What follows belongs to an exercise in optimizing a design on an open flow for small area, a short achievable clock period and few clock cycles; a production flow would make more cautious choices. In this exercise RTL edits were held to simulation tests only and were not proved equivalent to the original. Power figures rest on the tool's default switching activity, not on a simulated workload.

--- config.mk ---
export PLATFORM = sky130hd
export DESIGN_NAME = arsb_top
export DESIGN_NICKNAME = arsb_top
export VERILOG_FILES = /design/flow/design.v
export SDC_FILE = /design/flow/constraint.sdc
export NUM_CORES = 4
export LEC_CHECK = 0
export ABC_AREA = 1
export CAP_MARGIN = 20
export CORE_MARGIN = 2
export CORE_UTILIZATION = 65
export SETUP_SLACK_MARGIN = 5
export SLEW_MARGIN = 20
--- constraint.sdc ---
create_clock -name core_clock -period 10.0 [get_ports {clk_i}]
set_input_delay 2.0000 -clock core_clock [delete_from_list [all_inputs] [get_ports {clk_i}]]
set_output_delay 2.0000 -clock core_clock [all_outputs]
set_load 0.01 [all_outputs]
--- design.v ---
module arsb_top (
  input  logic        clk_i,
  input  logic        rst_ni,
  input  logic        in_valid_i,
  output logic        in_ready_o,
  input  logic [1:0]  in_cmd_i,
  input  logic [31:0] in_address_i,
  input  logic [7:0]  in_data_byte_i,
  input  logic [2:0]  in_entry_index_i,
  input  logic [31:0] in_entry_start_i,
  input  logic [31:0] in_entry_length_i,
  input  logic        in_entry_relative_i,
  output logic        out_valid_o,
  input  logic        out_ready_i,
  output logic [1:0]  out_kind_o,
  output logic [2:0]  out_range_slot_o,
  output logic [31:0] out_segment_address_o,
  output logic [7:0]  out_data_o,
  output logic        out_last_o,
  input  logic        cfg_we_i,
  input  logic        cfg_index_i,
  input  logic [5:0]  cfg_data_i
);
  localparam int QD = 3;                       
  localparam int QW = (QD > 1) ? $clog2(QD) : 1;
  logic        rv, lph;
  logic [1:0]  rcmd;
  logic [31:0] ra;                             
  logic [32:0] rb;                             
  logic [2:0]  ridx;
  logic        rrel;
  logic [31:0] ts [8];
  logic [32:0] te [8];
  logic [7:0]  trel, wr;
  logic [7:0]  cmask;                          
  logic [5:0]  elim;                           
  logic        bad;
  logic        open, chk;
  logic [2:0]  act;
  logic [32:0] nxt;
  logic [5:0]  fill;
  logic [7:0]  mem [32];
  logic [5:0]  wp, rp;
  logic [1:0]  qk [QD];
  logic [2:0]  qs [QD];
  logic [31:0] qa [QD];
  logic [5:0]  ql [QD];
  logic [QW-1:0] qh, qt;
  logic [QW:0] qn;
  logic        ov, olast;
  logic [1:0]  okind;
  logic [2:0]  oslot;
  logic [31:0] oaddr;
  logic [7:0]  odata;
  logic [5:0]  orem;
  logic [7:0] gt, le, cand, first, cin;
  logic       hit;
  logic [2:0] sel;
  logic [32:0] lsum [8];
  always_comb begin
    for (int i = 0; i < 8; i++) begin
      gt[i] = te[i] > {1'b0, ra};
      lsum[i] = {1'b0, ra} + {1'b0, ~ts[i]} + 33'(cin[i]);
      le[i] = lsum[i][32];
    end
    cand = gt & cmask;
    first = cand & (~cand + 8'd1);
    hit = |(first & le);
    sel = '0;
    for (int i = 0; i < 8; i++) if (first[i]) sel = 3'(i);
  end
  logic is_data, is_end, is_load, ddo;
  logic lim_q;
  logic rend, lim, dchk, cend, open1, fnz1, match;
  logic lres, qfull, ffull, r_commit, chk_ok, r_ok, enq_seg, enq_load, app;
  logic [2:0] ip, inx;
  logic pbad, nbad, lbad, lb;
  logic [31:0] segaddr;
  logic [32:0] nadj;
  logic        fix;
  logic [32:0] esum;
  assign is_data = (rcmd == 2'd0);
  assign is_end  = (rcmd == 2'd1);
  assign is_load = (rcmd == 2'd2);
  assign ddo     = is_data & ~bad;
  assign rend  = (nxt == te[act]);
  assign lim   = lim_q;
  assign dchk  = chk & (lim | rend);
  assign cend  = chk & rend;
  assign open1 = open & ~cend;
  assign fnz1  = ~dchk & (fill != 6'd0);
  assign match = open1 & (nxt == {1'b0, ra});
  assign qfull = (qn == (QW+1)'(QD));
  assign ffull = ((wp ^ rp) == 6'b100000);
  assign r_commit = (ddo & ~match & open1 & fnz1) | (is_end & fnz1);
  assign chk_ok   = ~(dchk & qfull);
  assign r_ok     = rv & ~fix & ~qfull & ~(is_data & ffull) & ~(is_load & (~lph | chk));
  assign in_ready_o = ~rv | r_ok;
  assign enq_seg  = (dchk & chk_ok) | (r_ok & r_commit);
  assign enq_load = r_ok & is_load;
  assign lres     = rv & is_load & lph;
  assign app      = r_ok & ddo & (match | hit);
  assign ip  = ridx - 3'd1;
  assign inx = ridx + 3'd1;
  always_comb begin
    cin = 8'hff;
    if (rv && is_load) begin
      if (!lph) cin[ip] = 1'b0;
      else cin[inx] = 1'b0;
    end
  end
  assign pbad = (ridx != 3'd0) & wr[ip] & (gt[ip] | ~le[ip]);
  assign nbad = (ridx != 3'd7) & wr[inx] & (lph ? (rb[32] | le[inx]) : le[inx]);
  assign lbad = lb | nbad;
  assign esum = {1'b0, ra} + {1'b0, rb[31:0]};
  assign nadj = nxt + (fix ? {1'b0, ts[act]} : ~{1'b0, ts[act]}) + {32'd0, ~fix};
  assign segaddr = nxt[31:0] - {26'd0, fill} - (trel[act] ? ts[act] : 32'd0);
  logic adv, more, qe, pop, rd, enq;
  assign qe   = (qn == '0);
  assign adv  = ~ov | out_ready_i;
  assign more = ov & (okind == 2'd0) & (orem != 6'd0);
  assign pop  = adv & ~more & ~qe;
  assign rd   = adv & (more | (pop & (qk[qh] == 2'd0)));
  assign enq  = enq_seg | enq_load;
  assign out_valid_o = ov;
  assign out_kind_o = okind;
  assign out_range_slot_o = oslot;
  assign out_segment_address_o = oaddr;
  assign out_data_o = odata;
  assign out_last_o = olast;
  always_ff @(posedge clk_i or negedge rst_ni) begin
    if (!rst_ni) begin
      rv <= 1'b0;
      lph <= 1'b0;
      cmask <= 8'h01;
      elim <= 6'd32;
      bad <= 1'b0;
      open <= 1'b0;
      chk <= 1'b0;
      fix <= 1'b0;
      fill <= '0;
      wr <= '0;
      wp <= '0;
      rp <= '0;
      qh <= '0;
      qt <= '0;
      qn <= '0;
      ov <= 1'b0;
    end else begin
      if (cfg_we_i) begin
        if (!cfg_index_i) begin
          for (int i = 0; i < 8; i++) cmask[i] <= (4'(i) < cfg_data_i[3:0]);
        end else begin
          if (cfg_data_i == 6'd0) elim <= 6'd1;
          else if (cfg_data_i > 6'd32) elim <= 6'd32;
          else elim <= cfg_data_i;
        end
      end
      if (in_valid_i && in_ready_o) rv <= 1'b1;
      else if (r_ok) rv <= 1'b0;
      fix <= r_ok && is_load && open && ridx == act;
      if (r_ok) lph <= 1'b0;
      else if (rv && is_load) lph <= 1'b1;
      if (chk_ok) begin
        chk <= 1'b0;
        if (dchk) fill <= '0;
        if (cend) open <= 1'b0;
      end
      if (r_ok) begin
        if (ddo) begin
          if (match) begin
            fill <= (dchk ? 6'd0 : fill) + 6'd1;
            chk <= 1'b1;
          end else if (hit) begin
            open <= 1'b1;
            fill <= 6'd1;
            chk <= 1'b1;
          end else begin
            open <= 1'b0;
            fill <= '0;
          end
        end else if (is_end) begin
          open <= 1'b0;
          fill <= '0;
        end else if (is_load) begin
          if (lbad) bad <= 1'b1;
          else wr[ridx] <= 1'b1;
        end
      end
      if (app) wp <= wp + 6'd1;
      if (rd) rp <= rp + 6'd1;
      if (enq) qt <= (qt == QW'(QD - 1)) ? '0 : qt + 1'b1;
      if (pop) qh <= (qh == QW'(QD - 1)) ? '0 : qh + 1'b1;
      qn <= qn + (QW+1)'(enq) - (QW+1)'(pop);
      if (adv) ov <= more | ~qe;
    end
  end
  always_ff @(posedge clk_i) begin
    if (in_valid_i && in_ready_o) begin
      rcmd <= in_cmd_i;
      ra <= (in_cmd_i == 2'd2) ? in_entry_start_i : in_address_i;
      rb <= {1'b0, in_entry_length_i[31:8],
             (in_cmd_i == 2'd2) ? in_entry_length_i[7:0] : in_data_byte_i};
      ridx <= in_entry_index_i;
      rrel <= in_entry_relative_i;
    end else if (rv && is_load && !lph) begin
      ra <= esum[31:0];
      rb <= {esum[32], ra};
      lb <= pbad | nbad;
    end
    if (rv && is_data && !ffull) mem[wp[4:0]] <= rb[7:0];
    if (app) begin
      lim_q <= (match && !dchk) ? ({1'b0, fill} + 7'd1 >= {1'b0, elim}) : (elim == 6'd1);
      nxt <= {1'b0, ra} + 33'd1;
      if (!match) act <= sel;
    end
    if (r_ok && is_load && !lbad) begin
      ts[ridx] <= rb[31:0];
      te[ridx] <= {rb[32], ra};
      trel[ridx] <= rrel;
    end
    if ((r_ok && is_load && open && ridx == act) || fix) nxt <= nadj;
    if (!qfull) begin
      qk[qt] <= lres ? (lbad ? 2'd2 : 2'd1) : 2'd0;
      qs[qt] <= lres ? ridx : act;
      qa[qt] <= lres ? 32'd0 : segaddr;
      ql[qt] <= fill;
    end
    if (adv) begin
      if (more) begin
        odata <= mem[rp[4:0]];
        orem <= orem - 6'd1;
        olast <= (orem == 6'd1);
      end else if (!qe) begin
        okind <= qk[qh];
        oslot <= qs[qh];
        oaddr <= qa[qh];
        if (qk[qh] == 2'd0) begin
          odata <= mem[rp[4:0]];
          orem <= ql[qh] - 6'd1;
          olast <= (ql[qh] == 6'd1);
        end else begin
          odata <= '0;
          orem <= '0;
          olast <= 1'b0;
        end
      end
    end
  end
endmodule
--- run.sh ---
#!/bin/bash
# synth_recipe.tcl (not shown) runs the flow's synth.tcl, then flattens the netlist and writes it again
# the make line also repeats each setting of config.mk as NAME=value (left out here)
make -C /OpenROAD-flow-scripts/flow DESIGN_CONFIG=/design/flow/config.mk WORK_HOME=/design/flow/orfs CLKGATE_MAP_FILE= SYNTH_SCRIPT=/design/flow/synth_recipe.tcl finish
==> results.txt <==
## per-stage QoR
step | area [um^2] | worst slack, ps | hold slack, ps | std cells | util (%)
after global placement | 68600 | 3410 | 436 | 8060 | 68.7
after detailed placement | 68600 | 3250 | 439 | 8060 | 68.7
final | 74200 | 5070 | 453 | 8406 | 74.3
after floorplan | 65400 | 4790 | 419 | 6718 | -
after CTS | 73300 | 5000 | 455 | 8332 | 73.4
after global routing | 74200 | 4970 | 478 | 8403 | 74.3
## where the power goes
part | total, mW | internal (mW) | switching, mW
Clock | 4.45 | 2.52 | 1.94
Sequential | 7.10 | 6.58 | 0.521
Combinational | 8.95 | 2.84 | 6.11
## state kept, by name, indices dropped and copies added, names as in the netlist, 8 cells and up
register and flops:
ts 256, ra 32, qa 96, qs 9, wr 8, te 264, nxt 33, trel 8
cmask 8, rb 33, oaddr 32, mem 256, odata 8, ql 18
## kinds of logic (layout without fill, tap and decap cells)
logic type | Yosys count | after routing
DFF | 1128 | 1128
and+or+nand+nor | 2268 | 2271
buffers and inverters | 953 | 1337
AOI/OAI and AO/OA | 1520 | 1520
other | 0 | 3
adders and majority gates | 673 | 673
muxes | 20 | 20
xor gates and xnor gates | 156 | 156
## worst paths after layout
kind,startpoint,endpoint,slack (ps),depth (start not counted)
max in group asynchronous,rst_ni,rp[0]$_DFFE_PN0P_,8050,2
min,wr[7]$_DFFE_PN0P_,wr[7]$_DFFE_PN0P_,450,2
min reg2reg,wr[7]$_DFFE_PN0P_,wr[7]$_DFFE_PN0P_,450,2
min in group asynchronous,rst_ni,qn[1]$_DFF_PN0_,1380,2
max,ra[5]$_DFFE_PP_,nxt[28]$_DFFE_PP_,5070,23
max reg2reg,ra[5]$_DFFE_PP_,nxt[28]$_DFFE_PP_,5070,23
## worst min-delay path, delay by kind of cell, from the launching register on
family / cells / cell delay [ps]
buf+inv: 1 / 40
flops: 1 / 320
simple gates: 1 / 60
## cells in the final DEF, fill, tap and decap left out, drive strengths merged, types with 11 or more instances in the layout
cell,n
edfxtp,1073
mux2,20
nand4,92
o22ai,83
a31oi,52
clkbuf,143
dfrtp,52
ha,664
clkinv,66
bufinv,13
o211ai,42
nor2,650
a211oi,33
nor3,63
xnor2,32
nand3,315
xor2,124
o221ai,40
o21a,20
nand3b,11
nor4,41
clkdlybuf4s50,167
or2,16
o21ai,646
clkinvlp,25
a221oi,11
a21oi,533
inv,716
nand2,1074
buf,202
## layout make-up
| class | instances | area share, % |
|---|---|---|
| inverters | 738 | 3.94 |
| flip-flops and latches | 1128 | 45.3 |
| multi-input cells | 4640 | 38.3 |
| repair buffers | 378 | 5.06 |
| well taps | 1298 | 2.19 |
| clock inverters | 81 | 1.08 |
| repair inverters | 1 | 0.0118 |
| diodes | 3 | 0.0101 |
| clock buffers | 139 | 4.11 |
## per-layer routing
layer,wire [um],vias up,global-route usage [%]
li1,-,24400,-
met1,79000,25900,54.5
met2,95300,3703,63.3
met3,29900,814,11.3
met4,14200,6,23.2
met5,46,-,0
## repair_timing
action | 4_1_cts | 5_1_grt
pin swaps | 9 | 12
buffers inserted | 44 | 67
setup endpoints to repair | 677 | 631
hold buffers | 0 | 0
cloned | 8 | 4
resized for setup | 84 | 78
==> results.ini <==
[logic_synthesis]
synth_most_common_cell=edfxtp_1
ys.flop_type=edfxtp_1
ys_seq_elements=1128
avgSynthCellArea_um2=9.73
synth_xor_area_share_pct=2.09
syn-num-nets=7513
synth_compound_area_share_pct=12.9
yosysSeqAreaShare_pct=51.4
async_flop_share_pct=4.79
synth_top_cell_area_share_pct=49.3
synth-simple-area-share_pct=14.6
synth_area_leaders=edfxtp_1 (49%), ha_1 (13%), nand2_1 (6.2%)
ys_top_cells_by_count=edfxtp_1 (1073), nand2_1 (1071), inv_1 (727)
ys_warn_count=2
yosysTopAreaCell=edfxtp_1
synth_top_family_by_area=simple AND/OR/NAND/NOR gates
syn_area_um2=65300
ys_types=64
synthMuxAreaShare_pct=0.345
yosys.area_share.adder_pct=13.0
syn_inst=6718
synth_edf_count=1073

[global_routing]
grt_pass1_wl_um=320000
grt_max_degree=99
grt_pass1_vias=52200
grt.overflow.total=0
track_usage_pct=41.7
antenna_found_initial=10

[placement]
portBuffers=169
dp_hpwl_um=148000
gp_congestion=1.01

[timing]
finalClockSkew_ps=36.8
drv_slew=0
fin_crit_sh_pct=49.3
slew_headroom_pct=17.7
hold_viol=0
finalSetupViolCount=0
max_freq_mhz=203
period_needed_ps=4930
grt_setup_unrepaired=true
setup_total_negative_slack_ps=0
worst_pin_slew_ps=1230

[final_layout]
area_growth_pct=13.5
register_area_um2=33600
drive_gt1_share_pct=7.64
multi_input_area_um2=28400
fillCellCount=7091
nNetsFinal=7798

[worst_setup_path]
worst_setup_path_end_kind=register
required_ps=10390
worstPathCellList=buf_4, inv_1, ha_1, a21oi_1, o21ai_0, o21ai_0, nand2_1, nand2_1, nand3_1, nand2_1, inv_1, nand2_1, nand2_1, nor2_1, inv_1, nor2_1, nand2_1, nand2_1, nor2_1, nand3b_4, nand2_4, nand2_1, buf_6
critPathBufInv=5
worst_path_max_delay_cell=inv_1
critPathLaunchType=register
cp_top_family=simple AND/OR/NAND/NOR gates
worstPathArrival_ps=5320
critPathKind=reg2reg
cpMostUsedCell=nand2_1
crit_fanout=33
critPathMaxStageDelay_ps=450

[status]
status=complete, no violations

[detailed_routing]
routed_via_density=6.52
drc=0
wl_um=219000
vias=54800
drt-initial-drc-count=7881
wl_per_cell_um=26.0
drt_first_pass_iters=6
route.antenna.remaining_nets=0

[floorplanning]
die_area_um2=103000
row_count=116
io_pins=170
die_h_um=321
die_x_um=321
core_area_um2=99900
start_util_pct=65.4

[clocking]
cts_sinks=1128
htree_levels=3
clockBufferDepth=3
cts.clk_slew.worst_paths_ps=60
cts_root_buffer=clkbuf_16
numCtsBuffers=116
tritoncts=yes
clk_latency_ps=760

[worst_hold_path]
min_path_type=reg2reg

[power_and_ir_drop]
leakage_nw=30.4
power.total_mw=20.5
max-vdd-ir-drop_mv=0.276
power.density_nw_per_um2=276

[job]
max-cap-violations=0

Testbench counts, summed over its fixed seeds: cycles 12,289.

==> afterwards: timing with drivers on the ports <==
No port has a modelled driver above. Below, the same layout with a new extraction and two added sets of constraints.
Step 1, drivers: a clkbuf_16 drives clk_i and a buf_2 each remaining input, both assumed.
Step 2 also shifts input and output timing later by t, the mid clock arrival at the registers, as if the neighbouring blocks saw the same clock.
Slacks: ideal ports / drivers / drivers and shift; pairs: ideal ports / drivers.
shift t [ns]: 0.815
slack for setup (ns): 5.074 / 5.074 / 5.074
worst setup path at the end: register to register
pins driven straight from the clock port: 1
After both steps this run still meets setup and hold. The setup slack of this run moves by 0.000 ns with the drivers and by 0.000 ns with both steps.
